From an optimization exercise on the open Yosys and OpenROAD flow, aimed at small area; shortcuts taken in it are not production practice.
In this exercise RTL edits were held to simulation tests only and were not proved equivalent to the original.
Power and IR drop assume default switching activity. No driver is modelled on the clock port, so clocking that relies on it looks cheaper here than on a real chip.

== tundra ==
Design double_ended_queue, start of the top module:
module double_ended_queue (
    input  logic                                 clk,
    input  logic                                 rst_n,
    input  logic                                 start,
    output logic                                 busy,
    input  logic        [deq_pkg::REQ_W-1:0]     req_type,
    input  logic signed [deq_pkg::DATA_W-1:0]    push_value,
    output logic                                 done,
    output logic signed [deq_pkg::DATA_W-1:0]    out_value,
    output logic        [deq_pkg::STAT_W-1:0]    status,
    output logic                                 is_last
);
    localparam int IW = deq_pkg::IDX_W;
    logic          busy_reg, busy_next;
    logic          done_reg, done_next;
    logic          nonempty_reg, nonempty_next;
    logic [IW-1:0] front_reg, front_next;
    logic [IW-1:0] back_reg, back_next;
    logic [IW-1:0] rnext_reg, rnext_next;
    logic [IW-1:0] raddr;
    logic [deq_pkg::DATA_W-1:0] res_value_reg, res_value_next;
    logic [deq_pkg::STAT_W-1:0] res_status_reg, res_status_next;
    logic          one;
    logic          full;
    logic          mem_we;
    logic [IW-1:0] mem_waddr;
    logic          mem_re;
    logic          res_push;
    assign one  = (front_reg == back_reg);
    assign full = nonempty_reg && (back_reg + IW'(1) == front_reg);
    always_comb
    begin
        busy_next       = busy_reg;
        done_next       = 1'b0;
        nonempty_next   = nonempty_reg;
        front_next      = front_reg;
        back_next       = back_reg;
        raddr           = req_type[0] ? back_reg : front_reg;
        rnext_next      = front_reg + IW'(1);
        mem_re          = 1'b0;
        res_push        = 1'b0;
        res_status_next = 2'd0;
        mem_we          = 1'b0;
        mem_waddr       = req_type[0] ? back_reg + IW'(1) : front_reg - IW'(1);
        if (busy_reg)
        begin
            done_next  = 1'b1;
  ...
==> flow/config.mk <==
export PLATFORM = sky130hd
export DESIGN_NAME = double_ended_queue
export DESIGN_NICKNAME = double_ended_queue
export VERILOG_FILES = /design/flow/design.v
export SDC_FILE = /design/flow/constraint.sdc
export NUM_CORES = 4
export LEC_CHECK = 0
export CAP_MARGIN = 20
export CORE_MARGIN = 2
export CORE_UTILIZATION = 70
export GPL_TIMING_DRIVEN = 0
export SETUP_SLACK_MARGIN = 0.15
export SLEW_MARGIN = 20
export SYNTH_HIERARCHICAL = 1
==> flow/constraint.sdc <==
create_clock -name core_clock -period 4.0 [get_ports {clk}]
set_input_delay 0.8000 -clock core_clock [delete_from_list [all_inputs] [get_ports {clk}]]
set_output_delay 0.8000 -clock core_clock [all_outputs]
set_load 0.01 [all_outputs]
standard.sh (not shown) runs the stock make flow with config.mk's settings and CLKGATE_MAP_FILE= SYNTH_SCRIPT=/design/flow/synth_recipe.tcl, a recipe that flattens the netlist after the stock synthesis.
==> flow/flow/run.sh <==
#!/bin/bash
# Standard layout with buf_4 input and buf_2 output port buffers, a clock tree
# of clkbuf_8 leaf buffers without dummy loads, and one buffer placed at the
# middle of each high-fanout net's loads right after global placement (before
# the resizer repairs slew and capacitance).
here=$(pwd)
export BUFFER_PORTS_ARGS="-inputs -buffer_cell sky130_fd_sc_hd__buf_4"
export CTS_ARGS="-sink_clustering_enable -repair_clock_nets -dont_use_dummy_load -buf_list {sky130_fd_sc_hd__clkbuf_8} -root_buf sky130_fd_sc_hd__clkbuf_16 -sink_clustering_size 16 -sink_clustering_max_diameter 60"
cat $here/flow/outbuf.tcl $here/flow/fanout_buffers.tcl > $here/post_gpl.tcl
export POST_GLOBAL_PLACE_TCL=$here/post_gpl.tcl
bash standard.sh > flow.log 2>&1
==> flow/flow/fanout_buffers.tcl <==
# Give each signal net with many loads one buffer at the centre of its loads,
# unless a buffer (such as a port buffer) already drives it.
set block [ord::get_db_block]
set dbu [$block getDefUnits]
set min_loads 16
set count 0
foreach net [$block getNets] {
  if {[$net getSigType] ne "SIGNAL"} { continue }
  if {[$net getName] eq "clk"} { continue }
  set loads {}
  set driver ""
  foreach it [$net getITerms] {
    if {[$it isOutputSignal]} { set driver $it } elseif {[$it isInputSignal]} { lappend loads $it }
  }
  if {$driver eq "" || [llength $loads] < $min_loads} { continue }
  set dm [[$driver getInst] getMaster]
  if {[string match "*__buf_*" [$dm getName]] || [string match "*__clkbuf_*" [$dm getName]]} { continue }
  set sx 0; set sy 0
  foreach it $loads {
    set xy [$it getAvgXY]
    if {[lindex $xy 0] == 0} { set box [[$it getInst] getBBox]; set x [$box xCenter]; set y [$box yCenter] } else { set x [lindex $xy 1]; set y [lindex $xy 2] }
    set sx [expr {$sx + $x}]; set sy [expr {$sy + $y}]
  }
  set n [llength $loads]
  set cx [expr {double($sx) / $n / $dbu}]
  set cy [expr {double($sy) / $n / $dbu}]
  insert_buffer -buffer_cell sky130_fd_sc_hd__buf_2 -net [get_nets [$net getName]] -location [list $cx $cy] -buffer_name fanbuf_$count
  incr count
}
puts "fanout_buffers: inserted $count buffers"
==> flow/flow/outbuf.tcl <==
# Buffer the outputs with small buffers (they drive only the output load).
buffer_ports -outputs -buffer_cell sky130_fd_sc_hd__buf_2
diff inputs: tundra => indigo
==> flow/flow/run.sh <==
#!/bin/bash
# Standard layout with buf_4 input and buf_2 output port buffers, a clock tree
# of larger sink clusters without dummy loads, and one buffer placed at the
# middle of each high-fanout net's loads right after global placement (before
# the resizer repairs slew and capacitance).
here=$(pwd)
export BUFFER_PORTS_ARGS="-inputs -buffer_cell sky130_fd_sc_hd__buf_4"
export CTS_ARGS="-sink_clustering_enable -repair_clock_nets -dont_use_dummy_load -buf_list {sky130_fd_sc_hd__clkbuf_8 sky130_fd_sc_hd__clkbuf_16} -root_buf sky130_fd_sc_hd__clkbuf_16 -sink_clustering_size 24 -sink_clustering_max_diameter 100"
cat $here/flow/outbuf.tcl $here/flow/fanout_buffers.tcl > $here/post_gpl.tcl
export POST_GLOBAL_PLACE_TCL=$here/post_gpl.tcl
bash standard.sh > flow.log 2>&1
diff --git a/flow/flow/fanout_buffers.tcl b/flow/flow/fanout_buffers.tcl
--- a/flow/flow/fanout_buffers.tcl
+++ b/flow/flow/fanout_buffers.tcl
@@ -26,3 +26,3 @@
   set cy [expr {double($sy) / $n / $dbu}]
-  insert_buffer -buffer_cell sky130_fd_sc_hd__buf_2 -net [get_nets [$net getName]] -location [list $cx $cy] -buffer_name fanbuf_$count
+  insert_buffer -buffer_cell sky130_fd_sc_hd__buf_4 -net [get_nets [$net getName]] -location [list $cx $cy] -buffer_name fanbuf_$count
   incr count
--- outcome ---
In the route summary, indigo ends up with a via count below that of tundra.
Going from tundra to indigo, the total of cells resized after clock tree synthesis was found to have gone down by 47.
Relative to tundra, the maximum cell stage delay along the critical path of indigo is lower by 20 ps.
Final instance count without filler cells, tundra and indigo, higher one = tundra.
The lower post-layout utilization of the core came out of tundra.
Inputs modified between indigo and yarrow:
- a change of CORE_UTILIZATION from 70 to 60
==> flow/flow/run.sh <==
#!/bin/bash
# Standard layout with buf_4 port buffers, a clock tree of larger sink clusters
# without dummy loads, and repair buffers limited to buf_2..buf_6.
here=$(pwd)
export BUFFER_PORTS_ARGS="-buffer_cell sky130_fd_sc_hd__buf_4"
export CTS_ARGS="-sink_clustering_enable -repair_clock_nets -dont_use_dummy_load -buf_list {sky130_fd_sc_hd__clkbuf_8 sky130_fd_sc_hd__clkbuf_16} -root_buf sky130_fd_sc_hd__clkbuf_16 -sink_clustering_size 24 -sink_clustering_max_diameter 100"
for s in GLOBAL_PLACE RESIZE DETAIL_PLACE CTS GLOBAL_ROUTE REPAIR_TIMING_POST_PLACE DETAIL_ROUTE; do
  export PRE_${s}_TCL=$here/flow/dont_use.tcl
done
bash standard.sh > flow.log 2>&1
==> flow/flow/dont_use.tcl (new file) <==
# Keep the resizer to small and mid-size buffers.
set_dont_use {sky130_fd_sc_hd__buf_8 sky130_fd_sc_hd__buf_12 sky130_fd_sc_hd__buf_16}
removed: flow/flow/fanout_buffers.tcl
removed: flow/flow/outbuf.tcl
==> comparison <==
Between yarrow and indigo, it is yarrow whose count of placed standard cells including taps is higher, by 5.6%.
indigo reports its library cell contributing the largest single delay on the critical path as or4b_1 while yarrow reports o21ai_0.
Between indigo and yarrow, the post-route clock period utilization does not differ in any meaningful way.
Combinational cell fraction of total power was higher in yarrow than in indigo.
Standby leakage power (indigo / yarrow): 0.880
As of yarrow, routed metal-1 wire length had risen by more than 10% compared to indigo.
busy_reg as the start point of the critical path was reported by indigo, and back_reg[4] by yarrow.
Overall global routing resource usage is higher on indigo
STATUS detailed router's first-iteration violation count: yarrow wins against indigo
Of yarrow and indigo, it is yarrow that has the lower maximum fanout along the worst path.
Compared with indigo, in yarrow number of vias in the routed layout increased by 781 relative to the old numbers; fraction of the core area covered by cells at the end of the flow decreased by 6.6 points relative to the old numbers.
yarrow: signal arrival time at the worst endpoint is 180 ps higher than what indigo reported.
Setup changes, yarrow to fjord
- changing CORE_UTILIZATION from 60 to 70
==> flow/flow/run.sh <==
#!/bin/bash
# Standard layout with buf_4 port buffers, a clock tree of larger sink clusters
# without dummy loads, and one buffer placed at the middle of each high-fanout
# net's loads right after global placement (before the resizer repairs slew and
# capacitance).
here=$(pwd)
export BUFFER_PORTS_ARGS="-buffer_cell sky130_fd_sc_hd__buf_4"
export CTS_ARGS="-sink_clustering_enable -repair_clock_nets -dont_use_dummy_load -buf_list {sky130_fd_sc_hd__clkbuf_8 sky130_fd_sc_hd__clkbuf_16} -root_buf sky130_fd_sc_hd__clkbuf_16 -sink_clustering_size 24 -sink_clustering_max_diameter 100"
export POST_GLOBAL_PLACE_TCL=$here/flow/fanout_buffers.tcl
bash standard.sh > flow.log 2>&1
==> flow/flow/fanout_buffers.tcl (new file) <==
# Give each signal net with many loads one buffer at the centre of its loads,
# unless a buffer (such as a port buffer) already drives it.
set block [ord::get_db_block]
set dbu [$block getDefUnits]
set min_loads 16
set count 0
foreach net [$block getNets] {
  if {[$net getSigType] ne "SIGNAL"} { continue }
  if {[$net getName] eq "clk"} { continue }
  set loads {}
  set driver ""
  foreach it [$net getITerms] {
    if {[$it isOutputSignal]} { set driver $it } elseif {[$it isInputSignal]} { lappend loads $it }
  }
  if {$driver eq "" || [llength $loads] < $min_loads} { continue }
  set dm [[$driver getInst] getMaster]
  if {[string match "*__buf_*" [$dm getName]] || [string match "*__clkbuf_*" [$dm getName]]} { continue }
  set sx 0; set sy 0
  foreach it $loads {
    set xy [$it getAvgXY]
    if {[lindex $xy 0] == 0} { set box [[$it getInst] getBBox]; set x [$box xCenter]; set y [$box yCenter] } else { set x [lindex $xy 1]; set y [lindex $xy 2] }
    set sx [expr {$sx + $x}]; set sy [expr {$sy + $y}]
  }
  set n [llength $loads]
  set cx [expr {double($sx) / $n / $dbu}]
  set cy [expr {double($sy) / $n / $dbu}]
  insert_buffer -buffer_cell sky130_fd_sc_hd__buf_6 -net [get_nets [$net getName]] -location [list $cx $cy] -buffer_name fanbuf_$count
  incr count
}
puts "fanout_buffers: inserted $count buffers"
removed: flow/flow/dont_use.tcl
==> summary.txt <==
Area used by multi-input combinational logic (fjord / yarrow): 0.937
The capturing element of the worst setup path comes out u_ram.mem[29][3] in one run and res_value_reg[29] in the other, namely in fjord and yarrow respectively.
Result for fjord and yarrow: all clean
On final worst-path setup slack, the higher figure sits with fjord, not yarrow.
The final reports for fjord and yarrow show met2 routing resource usage after global routing higher in the former.
On global-route usage, the lower figure sits with yarrow, not fjord.
Of fjord and yarrow, the run reporting the higher buffering overhead was yarrow.
When fjord is measured against yarrow, its initial core utilization turns out 9.6 points higher.
Taking yarrow as 1.0, fjord lands at 1.14 on detailed-route vias per instance.
> inputs changed (fjord -> quartz)
- CORE_UTILIZATION changed from 70 to 60
==> flow/flow/run.sh <==
#!/bin/bash
# Standard layout with buf_4 port buffers and a clock tree of larger sink
# clusters without dummy loads.
export BUFFER_PORTS_ARGS="-buffer_cell sky130_fd_sc_hd__buf_4"
export CTS_ARGS="-sink_clustering_enable -repair_clock_nets -dont_use_dummy_load -buf_list {sky130_fd_sc_hd__clkbuf_8 sky130_fd_sc_hd__clkbuf_16} -root_buf sky130_fd_sc_hd__clkbuf_16 -sink_clustering_size 30 -sink_clustering_max_diameter 100"
bash standard.sh > flow.log 2>&1
removed: flow/flow/fanout_buffers.tcl
==> comparison <==
Total chip power (lower): fjord
Going from fjord to quartz, static power due to leakage grows by about 4%.
Via count of the first global-routing pass, quartz vs fjord: down slightly
Setup slack: quartz worse than fjord
What fjord reported for final cell count has to be multiplied by 1.07 to get the figure for quartz.
quartz vs fjord: via total after detailed routing down by a few percent
Sequential cell fraction of total power | quartz below fjord
| share of the clock period used by the worst path | quartz vs fjord | 0.93 points higher |
Row required time of the worst setup path: quartz higher / fjord lower
Changes observed in quartz relative to fjord: routed wirelength normalized by instance count shows a reduction of 4.3 um, area of combinational cells with multiple inputs shows an increase of about 7%.

[separate check: timing with driven ports]
How much do the figures lean on ideal ports? The routed layouts below were timed once more, with nothing changed but the port constraints.
Step 1 assumes that a clkbuf_16 drives the clock port and a buf_2 every other input.
Step 2, shift: input delay + t, output delay - t, t = (earliest + latest rising clock arrival at the registers) / 2. This alone moves slack from input paths to output paths.
Slacks: ideal / step 1 / step 2; pairs: ideal / step 1.
run | shift t [ns] | setup slack, ns | hold WS [ns] | worst setup path after step 2
tundra | 0.632 | 0.127 / 0.127 / -0.452 | 0.058 / 0.018 / 0.527 | input to register
indigo | 0.684 | 0.136 / 0.136 / -0.396 | 0.023 / -0.019 / 0.536 | input to register
yarrow | 0.688 | 0.139 / 0.139 / -0.496 | 0.016 / -0.022 / 0.559 | input to register
fjord | 0.677 | 0.169 / 0.169 / -0.398 | 0.041 / 0.004 / 0.503 | input to register
quartz | 0.645 | 0.132 / 0.132 / -0.493 | 0.007 / -0.026 / 0.566 | input to register
With both steps, setup timing fails in every run listed, where it was met with ideal ports. The setup slack of yarrow, which loses most, moves by 0.000 ns with the drivers and by -0.635 ns with both steps.
